Source: an optimization exercise on an open RTL-to-GDS flow (aim: small area and a short achievable clock period). Production flows keep margins and buffers that such runs may drop. In this exercise RTL edits were held to simulation tests only and were not proved equivalent to the original. Power and IR drop assume default switching activity.

==> inputs of v8 <==
## booth_mul32
module booth_mul32
(
  input  logic        i_clkp,
  input  logic        i_reset,
  input  logic [31:0] i_multa,
  input  logic [31:0] i_multb,
  output logic [63:0] o_product
);
clock: 6.5 ns
lec_check: 0
abc_area: 1
cap_margin: 60
core_margin: 2
core_utilization: 40
setup_slack_margin: 3.3
slew_margin: 60
synth_hierarchical: 1
standard.sh (not shown) runs the stock make flow with config.mk's settings and CLKGATE_MAP_FILE= SYNTH_SCRIPT=/design/flow/synth_recipe.tcl, a recipe that flattens the netlist after the stock synthesis.
==> flow/flow/run.sh <==
#!/bin/bash
# Layout flow: the standard layout (standard.sh, unchanged synthesis and
# steps), with the port buffers that global placement inserts made plain
# buf_2 cells instead of the default delay buffer. All of make's output goes
# to flow_make.log in this folder; ORFS keeps each step's log under orfs/logs.
set -euo pipefail
bash standard.sh "BUFFER_PORTS_ARGS=-buffer_cell sky130_fd_sc_hd__buf_2" finish > flow_make.log 2>&1
==> inputs of v20, as changes to v8 <==
--- a/flow/config.mk
+++ b/flow/config.mk
@@ -9,6 +9,6 @@
 export CAP_MARGIN = 60
 export CORE_MARGIN = 2
 export CORE_UTILIZATION = 40
-export SETUP_SLACK_MARGIN = 3.3
+export SETUP_SLACK_MARGIN = 3.0
 export SLEW_MARGIN = 60
 export SYNTH_HIERARCHICAL = 1
==> inputs of v33, as changes to v8 <==
==> flow/run.sh (new file) <==
#!/bin/bash
# synth_recipe.tcl (not shown) runs the flow's synth.tcl, then flattens the netlist and writes it again
# the make line also repeats each setting of config.mk as NAME=value (left out here)
make -C /OpenROAD-flow-scripts/flow DESIGN_CONFIG=/design/flow/config.mk WORK_HOME=/design/flow/orfs CLKGATE_MAP_FILE= SYNTH_SCRIPT=/design/flow/synth_recipe.tcl finish
--- a/flow/config.mk
+++ b/flow/config.mk
@@ -9,6 +9,6 @@
 export CAP_MARGIN = 60
 export CORE_MARGIN = 2
 export CORE_UTILIZATION = 40
-export SETUP_SLACK_MARGIN = 3.3
+export SETUP_SLACK_MARGIN = 3.0
 export SLEW_MARGIN = 60
 export SYNTH_HIERARCHICAL = 1
removed: flow/flow/run.sh
removed: flow/standard.sh
==> qor summary <==
quantity	v8	v33	v20
Layout clock area frac	0.0398	0.0407	0.0411
Area post-placement	30500 µm²	31100 µm²	30500 µm²
Final setup skew	0.0264 ns	0.0372 ns	0.0246 ns
Max Fclk	0.307 GHz	0.287 GHz	0.287 GHz
Transition time at the pin with the least slew margin	0.679 ns	0.646 ns	0.662 ns
Portion of total power attributed to sequential cells	0.169	0.189	0.189
Run status	finished clean	finished clean	finished clean
Routed WL	117 mm	111 mm	116 mm
Number of iterations in the first detailed-routing pass	15	16	14
Sw Share	0.509	0.508	0.514
CLK BUF	55	52	55
Final hold slack	0.405 ns	0.405 ns	0.405 ns
Final cell count without fillers	4212	4165	4182
Worst setup path end	r2_c31_1	r2_c47_1	r2_c44_1
Arrival time at the worst endpoint	3.71 ns	3.92 ns	3.93 ns
Sequential fraction of total cell area	0.215	0.218	0.221
Largest stage delay, worst path	0.53 ns	0.50 ns	0.68 ns
Detailed-route via count	27300	26700	27200
Worst-path fanout max	22	26	14
Worst flop-to-flop path endpoint	r2_c31_1	r2_c47_1	r2_c44_1
Number of antenna violations at the first check in global routing	3	1	1
M1 WL	42.9 mm	40.9 mm	42.2 mm
Fin crit share	0.501	0.535	0.536
Area of the multi-input gates	21000 µm²	20300 µm²	20400 µm²
Final critical path time including I/O delays and setup	3.26 ns	3.48 ns	3.48 ns
Relative area change from synthesis to final layout	11.9%	9.75%	8.42%
Sequential cell area	7170 µm²	7140 µm²	7160 µm²

==> run Z <==
Another version of the RTL of booth_mul32 (not shown whole).
Settings: LEC_CHECK=0, CAP_MARGIN=20, CORE_MARGIN=2, CORE_UTILIZATION=40, SLEW_MARGIN=20; clock period 6.5 ns.
run.sh (not shown) runs the stock make flow with config.mk's settings and CLKGATE_MAP_FILE= SYNTH_SCRIPT=/design/flow/synth_recipe.tcl, a recipe that flattens the netlist after the stock synthesis.
Stock flow here: none of the scripts above is used.
==> run C (differences from run Z) <==
--- a/flow/config.mk
+++ b/flow/config.mk
@@ -6,4 +6,5 @@
 export NUM_CORES = 4
 export LEC_CHECK = 0
+export ABC_AREA = 1
 export CAP_MARGIN = 20
 export CORE_MARGIN = 2
==> comparison table <==
|  | run Z | run C |
|---|---|---|
| Finished Cell Area | 33,200 sq um | 34,000 sq um |
| Clock buf count | 49 | 47 |
| Most instantiated library cell after synthesis | sky130_fd_sc_hd__a22oi_1 | sky130_fd_sc_hd__inv_1 |
| Fill count | 7,226 | 7,562 |
| Starting DRC count in detailed routing | 2,392 | 2,625 |
| Worst rel slew slack | 24.7% | 17.3% |
| Fraction of power consumed by combinational cells | 70.4% | 72.6% |
| Chip Width | 280 microns | 282 microns |
| Mapped Avg Cell Area | 9.73 sq um | 8.91 sq um |
| Clock latency at the later pin of the worst-skew pair | 0.58 ns | 0.57 ns |
| Final estimated routing congestion in global placement | 0.865 | 0.933 |
| Stages on worst setup path | 14 | 10 |
| Net count of the mapped netlist | 3,747 | 4,086 |
| Number of nets in the layout | 3,610 | 4,015 |
| Core box area | 75,800 sq um | 77,100 sq um |
| Routed length on met1 | 41.5 mm | 38.3 mm |
| Worst Setup Slack, final | 2.22 ns | 2.34 ns |
| R2r worst-path depth | 14 | 10 |
| Area added between synthesis and finish | 8.60% | 9.78% |
| Run status | finished clean | finished clean |
| Total half-perimeter wirelength after legalization and detailed placement | 62.8 mm | 69.3 mm |

[re-timing with driven ports]
How much do the figures lean on ideal ports? The routed layouts below were timed once more, with nothing changed but the port constraints. Step 1: set_driving_cell puts a clkbuf_16 on i_clkp and a buf_2 on each other input, an assumption about the parent block. Step 2 adds t to the input delays and takes it off the output delays; t is the mean of the earliest and latest rising clock arrival at the registers after step 1. Input paths then give back, and output paths get back, about the clock's delay inside the block. a / b / c = no drivers / after step 1 / after step 2; a / b = the first two.
run	t, ns	setup WS [ns]	hold slack, ns	worst register clock-pin slew, ns	cell pins on the clock port's net
v8	0.640	3.241 / 3.241 / 2.941	0.405 / 0.405 / 0.405	0.07 / 0.07	1
v20	0.643	3.019 / 3.019 / 2.934	0.405 / 0.405 / 0.405	0.07 / 0.07	1
v33	0.631	3.021 / 3.021 / 2.611	0.405 / 0.405 / 0.405	0.07 / 0.07	1
run Z	0.631	2.219 / 2.219 / 2.219	0.436 / 0.436 / 0.436	0.07 / 0.07	1
run C	0.627	2.339 / 2.339 / 2.339	0.406 / 0.406 / 0.406	0.06 / 0.06	1
After both steps every run listed still meets setup and hold. The setup slack of v33, which loses most, moves by 0.000 ns with the drivers and by -0.410 ns with both steps.
